This design comes from an exercise in tuning for small area and a short achievable clock period on the open sky130 flow, not from production work.
In this exercise RTL edits were held to simulation tests only and were not proved equivalent to the original.
Power and IR drop assume default switching activity.

==> flow/design.v (outline; a module is shown in full before it is edited, if it fits) <==
// module array_multiplier: 1336 lines
// module mult_fa: 10 lines
// module mult_xor: 7 lines
// module mult_xnor: 7 lines
// module mult_or: 7 lines
module array_multiplier (
	input  logic                     clk,
	input  logic                     reset,
	input  logic                     in_valid,
	input  mult_sizes_pkg::operand_t x,
	input  mult_sizes_pkg::operand_t y,
	output logic                     product_valid,
	output mult_sizes_pkg::product_t product
);
  // ...
==> flow/flow/run.sh <==
#!/bin/bash
# Layout flow: the standard ORFS flow (standard.sh, unchanged synthesis),
# with smaller port buffers and a clock tree built from clkbuf_8 without
# dummy loads. Each tool's output goes to a log file in this folder.
set -euo pipefail
export BUFFER_PORTS_ARGS="-buffer_cell sky130_fd_sc_hd__buf_1"
export CTS_ARGS="-sink_clustering_enable -repair_clock_nets -sink_clustering_size 12 -sink_clustering_max_diameter 60 -buf_list sky130_fd_sc_hd__clkbuf_8 -dont_use_dummy_load"
bash standard.sh finish > flow_make.log 2>&1
==> flow/standard.sh <==
#!/bin/bash
# synth_recipe.tcl (not shown) runs the flow's synth.tcl, then flattens the netlist and writes it again
# the make line also repeats each setting of config.mk as NAME=value (left out here)
make -C /OpenROAD-flow-scripts/flow DESIGN_CONFIG=/design/flow/config.mk WORK_HOME=/design/flow/orfs CLKGATE_MAP_FILE= SYNTH_SCRIPT=/design/flow/synth_recipe.tcl "${@:-finish}"
==> flow/config.mk <==
export PLATFORM = sky130hd
export DESIGN_NAME = array_multiplier
export DESIGN_NICKNAME = array_multiplier
export VERILOG_FILES = /design/flow/design.v
export SDC_FILE = /design/flow/constraint.sdc
export NUM_CORES = 4
export LEC_CHECK = 0
export CAP_MARGIN = 20
export CORE_MARGIN = 2
export CORE_UTILIZATION = 40
export SETUP_SLACK_MARGIN = 3.7
export SLEW_MARGIN = 20
export SYNTH_HIERARCHICAL = 1
==> flow/constraint.sdc <==
create_clock -name core_clock -period 6.0 [get_ports {clk}]
set_input_delay 1.2000 -clock core_clock [delete_from_list [all_inputs] [get_ports {clk}]]
set_output_delay 1.2000 -clock core_clock [all_outputs]
set_load 0.01 [all_outputs]
==> metrics.cfg, run 1 <==
[power]
switchingPower_mw = 1.82
power.density_nw_per_um2 = 438
combinationalPower_mw = 2.16
p_int_mw = 3.44
combPwrFrac_pct = 41.1

[status]
status = complete, no violations

[cts]
cts_sinks = 217
htree_levels = 1
cts_root_buffer = clkbuf_8

[synth]
synth_fa_ha_area_share_pct = 39.7
syn_nets = 1156
yosys.cell_count.top_type = nand2_1
syn_inst = 896
synth_top_area_share_pct = 40.3

[route]
drc = 0
routedWlPerCell_um = 17.3

[setup_path]
cp_max_fo = 15
r2r-end = r947

[die]
row_count = 60

[sta]
tns_ns = 0

[finish]
n_all_buffers = 92
diodes = 0
fill_cells = 2433
seq_share_pct = 37.2
seq_cells = 217

[hold_path]
hold_depth = 0

==> run 2: changes to the inputs <==
--- a/flow/config.mk
+++ b/flow/config.mk
@@ -7,7 +7,8 @@
 export LEC_CHECK = 0
 export CAP_MARGIN = 20
 export CORE_MARGIN = 2
-export CORE_UTILIZATION = 40
+export CORE_UTILIZATION = 55
+export PLACE_DENSITY = 0.7
 export SETUP_SLACK_MARGIN = 3.7
 export SLEW_MARGIN = 20
 export SYNTH_HIERARCHICAL = 1
==> metrics.cfg, run 2 <==
[setup_path]
cpMostUsedCell = fa_1
critPathLaunchType = flip-flop
crit_slowest_cell = fa_1
setup.worst_path.class = flip-flop to flip-flop
rr_worst_depth = 5
crit_path_max_incr_delay_ns = 0.51
crit_required_ns = 6.38
end_kind = flip-flop
cp.arrival_ns = 2.63
cp_max_fo = 11  ; -4
path_cells = buf_4 > nand2_1 > fa_1 > fa_1 > fa_1

[sta]
rsz0062_at_grt = true
tns_ns = 0  ; unchanged
fmax_mhz = 444
min_period_over_period_pct = 37.5
fin_skew_ns = 0.0271
finalSetupViolCount = 0
holdWs_ns = 0.328
period_needed_ns = 2.25
hold_violations = 0
maxSlewViolCount = 0

[placed_design]
io_buffers = 67
dp_hpwl_mm = 15.2
dp.cells = 1168
place.gp.congestion = 0.925
placed_area_um2 = 11100

[finish]
area_growth_pct = 9.10
final_cell_mix = nand2_1 (258), fa_1 (193), dfxtp_1 (185)
layout-drive-gt1-share_pct = 8.71
fill_cells = 1533  ; -37%
design_area_um2 = 11800
diodes = 0  ; unchanged
largest_reg_flops = 30
fin_nets = 1203
stdcell_count = 1206
regMostFlops = product
final_common_cell = nand2_1

[cts]
cts_sinks = 217  ; unchanged
cts_tree = yes
clockBufferDepth = 3
clock_latency_ns = 0.53
hold_buffers = 0
cts_root_buffer = clkbuf_8
clk_pin_slew_ns = 0.07
htree_levels = 1  ; unchanged
cts_buffers = 23

[die]
core_um2 = 19300
ios = 68
die_w_um = 144
die_h_um = 144
die_area_um2 = 20800
start_util_pct = 55.8
row_count = 51  ; -15%

[synth]
ys_async_sr_fraction_pct = 0
syn_inst = 896  ; unchanged
syn_nets = 1156  ; unchanged
synth_top_area_share_pct = 40.3  ; unchanged
syn_area_per_cell_um2 = 12.0
synthTopCellsByCount = nand2_1 (258), dfxtp_1 (217), fa_1 (195)
synth.area.top_cells = dfxtp_1 (40%), fa_1 (36%), nand2_1 (9.0%)
synth_largest_area_cell = dfxtp_1
ys_warn_count = 7
synth_flop_cell = dfxtp_1
ys_types = 35
yosys.cell_count.top_type = nand2_1
syn_area_um2 = 10800
synth_edf_count = 0
ys_ff_latch = 217
ys_seq_area_share_pct = 40.3

[route]
drc = 0  ; unchanged
top_layer_used = met4
routedWlPerCell_um = 17.8  ; +2.8%
num_vias = 6398
dr_wl_met3_mm = 2.63
final_antenna_net_count = 0
vias_per_cell = 5.31
finalWirelength_mm = 21.4
met1_length_mm = 8.89
dr.pass1.iters = 5
wl_met2_mm = 9.34
drt_iter0_drc = 447

[grt]
grt_max_degree = 17
overflow = 0
grt_pass1_vias = 6799
antenna_found_initial = 0
grt_pass1_wl_mm = 35.2
grt_util_all_layers_pct = 22.4

[power]
p_total_mw = 5.21
power.density_nw_per_um2 = 442  ; +1.1%
vdd_drop_max_uv = 232
p_leak_nw = 4.40

[flow_run]
drv_cap = 0

[hold_path]
hold_class = flip-flop to flip-flop
hold_depth = 0  ; unchanged

[status]
status = complete, no violations

==> run 2: final timing paths <==
kind,startpoint,endpoint,slack [ns]
worst min register to register,r1043,r1044,0.33
worst min-delay path,r1043,r1044,0.33
worst max-delay path,r867,r920,3.75
worst max register to register,r867,r920,3.75
==> run 2: logic make-up after synthesis <==
group,Yosys count,share of synthesized area (%)
XOR/XNOR,45,3.65
AND/OR/NAND/NOR,294,10.9
other,1,0.0347
adder cells (fa/ha/maj),225,39.7
flip-flops,217,40.3
buffers and inverters,68,2.37
AO/OA/AOI/OAI,46,3.14
==> run 2: area by class of cell <==
class | count | area [um^2] | area share (%)
repair buffers | 82 | 415 | 3.53
multi-input cells | 611 | 6220 | 52.9
inverters | 8 | 30.0 | 0.255
well taps | 265 | 332 | 2.82
flip-flops and latches | 217 | 4460 | 37.9
clock buffers | 23 | 317 | 2.69
==> run 2: report_power, final <==
group,internal [mW],total (mW),switching [mW]
Clock,0.341,0.794,0.453
Combinational,1.10,2.14,1.04
Sequential,1.98,2.28,0.298
==> run 2: Yosys stat by module, one instance, submodules excluded <==
module	flops+latches	area, um^2	cells	times used
array_multiplier	217	6400	641	1
mult_fa	0	20.0	1	195
mult_xnor	0	8.76	1	45
mult_or	0	6.26	1	15
==> run 2: repair_timing <==
action | 4_1_cts | 5_1_grt
buffers inserted | 0 | 15
pin swaps | 3 | 7
endpoints found under the setup margin | 68 | 25
resized for setup | 52 | 16
cloned | 0 | 0
==> run 2: layer usage <==
metal / up-vias / GRT usage (%)
met2: 350 / 33.5
met4: 0 / 6.71
met3: 56 / 6.82
met5: - / 0
li1: 2818 / -
met1: 3174 / 31.8
==> run 2: critical path: cells and delay by family (launching register included) <==
family	cells	cell delay (ns)
adder cells (fa/ha/maj)	3	1.43
flip-flops	1	0.44
buffers and inverters	1	0.17
AND/OR/NAND/NOR	1	0.07
==> run 2: metrics by stage <==
stage               utilization, %  setup WS (ns)
global placement              57.7           3.33
finish                        60.9           3.75
detailed placement            57.7           3.29
CTS                           59.8           3.68
floorplan                        -           3.71
global route                  60.9           3.67
==> run 3: changes to the inputs <==
--- a/flow/config.mk
+++ b/flow/config.mk
@@ -7,8 +7,8 @@
 export LEC_CHECK = 0
 export CAP_MARGIN = 20
 export CORE_MARGIN = 2
-export CORE_UTILIZATION = 55
-export PLACE_DENSITY = 0.7
+export CORE_UTILIZATION = 70
+export PLACE_DENSITY = 0.85
 export SETUP_SLACK_MARGIN = 3.7
 export SLEW_MARGIN = 20
 export SYNTH_HIERARCHICAL = 1
==> metrics.cfg, run 3 <==
[synth]
syn_inst = 896  ; unchanged
synth_edf_count = 0  ; unchanged
synthTopCellsByCount = nand2_1 (258), dfxtp_1 (217), fa_1 (195)
syn_nets = 1156  ; unchanged
synth_largest_area_cell = dfxtp_1
synth_xor_area_share_pct = 3.65  ; unchanged
yosys.cell_count.top_type = nand2_1
ys_ff_latch = 217  ; unchanged
synth_top_area_share_pct = 40.3  ; unchanged
synth_fa_ha_area_share_pct = 39.7  ; unchanged
ys_seq_area_share_pct = 40.3  ; unchanged
muxShareOfSynthArea_pct = 0  ; unchanged
synth.area.top_cells = dfxtp_1 (40%), fa_1 (36%), nand2_1 (9.0%)
ys_async_sr_fraction_pct = 0  ; unchanged
synth_flop_cell = dfxtp_1
synth_compound_area_share_pct = 3.14  ; unchanged
ys_types = 35  ; unchanged
syn_area_per_cell_um2 = 12.0  ; unchanged
ys_warn_count = 7  ; unchanged
synth-simple-area-share_pct = 10.9  ; unchanged
synth_top_family_by_area = adder cells
syn_area_um2 = 10800  ; unchanged

[placed_design]
io_buffers = 67  ; unchanged
place.gp.congestion = 0.931  ; +0.63%
dp_hpwl_mm = 15.5  ; +1.8%

[route]
vias_per_cell = 5.90  ; +11%
final_antenna_net_count = 0  ; unchanged
drt_iter0_drc = 605  ; +35%
num_vias = 6675  ; +4.3%
dr.pass1.iters = 5  ; unchanged
drc = 0  ; unchanged
routedWlPerCell_um = 20.3  ; +14%
finalWirelength_mm = 23.0  ; +7.3%

[die]
start_util_pct = 71.3  ; +15 points
die_h_um = 128  ; -11%
core_um2 = 15100  ; -22%
die_w_um = 128  ; -11%
ios = 68  ; unchanged
row_count = 45  ; -12%
die_area_um2 = 16400  ; -21%

[finish]
area_growth_pct = 8.72
fill_cells = 837  ; -45%
diodes = 0  ; unchanged
largest_reg_flops = 30  ; unchanged
final_cell_mix = nand2_1 (258), fa_1 (192), dfxtp_1 (183)
layout-drive-gt1-share_pct = 9.76  ; +1.0 points
regMostFlops = product
fin_nets = 1205  ; +0.17%
final_common_cell = nand2_1

[power]
p_leak_nw = 4.42  ; +0.43%
switchingPower_mw = 1.86  ; +4.1%
p_seq_share_pct = 42.9  ; -0.8 points
power_frac_clock_pct = 14.6  ; -0.6 points
p_total_mw = 5.31  ; +2.0%
vdd_drop_max_uv = 303  ; +31%
power.density_nw_per_um2 = 453  ; +2.4%
combPwrFrac_pct = 42.4  ; +1.4 points
p_int_mw = 3.45  ; +0.89%
switching_share_pct = 35.1  ; +0.71 points

[cts]
cts_root_buffer = clkbuf_8
hold_buffers = 0  ; unchanged
cts_buffers = 22  ; -4.3%
clockBufferDepth = 3  ; unchanged
cts_sinks = 217  ; unchanged
cts_tree = yes
clock_latency_ns = 0.54  ; about the same
clk_pin_slew_ns = 0.07  ; about the same
htree_levels = 1  ; unchanged

[setup_path]
worstPathBufferInverterCount = 0  ; -1
critPathLaunchType = flip-flop
cpMostUsedCell = fa_1
crit_slowest_cell = fa_1
cp_max_fo = 16  ; +5
path_cells = nand2_1 > fa_1 > fa_1 > fa_1
setup.worst_path.class = flip-flop to flip-flop
reg2reg_slack_ns = 3.72  ; -0.03 ns
crit_path_max_incr_delay_ns = 0.51  ; about the same
end_kind = flip-flop
cp.arrival_ns = 2.64  ; about the same
crit_required_ns = 6.36  ; -0.02 ns
path_delay_family = adder cells

[sta]
finalSetupViolCount = 0  ; unchanged
tns_ns = 0  ; unchanged
maxSlewViolCount = 0  ; unchanged
rsz0062_at_grt = false
hold_violations = 0  ; unchanged
min_period_over_period_pct = 38.0  ; +0.44 points
fmax_mhz = 439  ; -1.1%
fin_skew_ns = 0.0359  ; +0.00880 ns
period_needed_ns = 2.28  ; +0.0261 ns

[grt]
grt_pass1_wl_mm = 36.5  ; +3.7%
antenna_found_initial = 0  ; unchanged
grt_max_degree = 17  ; unchanged
overflow = 0  ; unchanged
grt_pass1_vias = 7296  ; +7.3%
grt_util_all_layers_pct = 29.3  ; +6.9 points

[hold_path]
hold_class = flip-flop to flip-flop

[status]
status = complete, no violations

[flow_run]
drv_cap = 0  ; unchanged

[run 3: final timing paths]
check,from,endpoint,depth (start not counted)
max,r886,r949,4
min,r1040,r1041,0
max reg2reg,r886,r949,4
min reg2reg,r1040,r1041,0
[run 3: area by class of cell]
cell class	count	area (um^2)	share of cell area [%]
clock buffer	22	303	2.58
sequential	217	4460	38.0
tap	188	235	2.00
timing repair buffer	85	440	3.75
inverter	8	30.0	0.256
multi-input combinational	611	6260	53.4
[run 3: layer usage]
layer  vias to the layer above  wire, um  track usage (%)
li1                       2823         -                -
met1                      3307      8440             37.9
met2                       454     11100             47.9
met3                        91      2620             8.26
met4                         0       823             10.8
met5                         -         0                0
[run 3: per-stage QoR]
step / cell area (um^2) / util (%) / setup WS [ns] / hold WS (ns) / instances
after floorplan: 10900 / - / 3.71 / 0.310 / 896
after global placement: 11100 / 73.0 / 3.31 / 0.310 / 1091
after detailed placement: 11100 / 73.0 / 3.27 / 0.312 / 1091
after CTS: 11500 / 76.2 / 3.69 / 0.315 / 1119
after global routing: 11700 / 77.5 / 3.70 / 0.312 / 1131
final: 11700 / 77.5 / 3.72 / 0.312 / 1131
[run 3: cell families after synthesis]
kind of cell | count (synthesis)
adders and majority gates | 225
other | 1
DFF | 217
buffers and inverters | 68
xor gates and xnor gates | 45
and+or+nand+nor | 294
AOI/OAI and AO/OA | 46
[run 3: what timing repair did]
item | 4_1_cts | 5_1_grt
endpoints found under the hold margin | 0 | 0
buffers inserted | 6 | 12
pin swaps | 3 | 10
resized for setup | 56 | 22
endpoints found under the setup margin | 68 | 29
[run 3: per-module statistics from Yosys, one instance, submodules excluded]
module	cells inside	flip-flops and latches	area (um^2)	times used
array_multiplier	641	217	6400	1
mult_fa	1	0	20.0	195
mult_xnor	1	0	8.76	45
mult_or	1	0	6.26	15
[run 3: power groups by stage]
| stage | clock network, mW | logic [mW] | registers [mW] |
|---|---|---|---|
| final | 0.776 | 2.26 | 2.28 |
| after floorplan | 0 | 1.60 | 2.26 |
| after CTS | 0.793 | 2.21 | 2.28 |
| after detailed placement | 0 | 2.15 | 2.32 |
| after global placement | 0 | 2.00 | 2.30 |
| after global routing | 0.850 | 2.58 | 2.33 |

## separate check: timing with driven ports
Ports are ideal in the flow. The routed layouts listed here were re-timed in OpenROAD. Step 1 sets driving cells, clkbuf_16 on the clock port and buf_2 on the other inputs (assumed; they add their load-dependent delay and slew). Step 2 also shifts input and output timing later by t, the mid clock arrival at the registers, as if the neighbouring blocks saw the same clock. a / b / c = ideal / step 1 / step 2; a / b = the first two.
| run | shift t [ns] | setup WS [ns] | latest minus earliest clock arrival (ns) | cell pins on the clock port's net |
|---|---|---|---|---|
| run 1 | 0.587 | 3.740 / 3.716 / 3.740 | 0.048 / 0.047 | 1 |
| run 2 | 0.555 | 3.748 / 3.729 / 3.748 | 0.028 / 0.028 | 1 |
| run 3 | 0.560 | 3.722 / 3.711 / 3.722 | 0.036 / 0.036 | 1 |
After both steps every run listed still meets setup and hold.
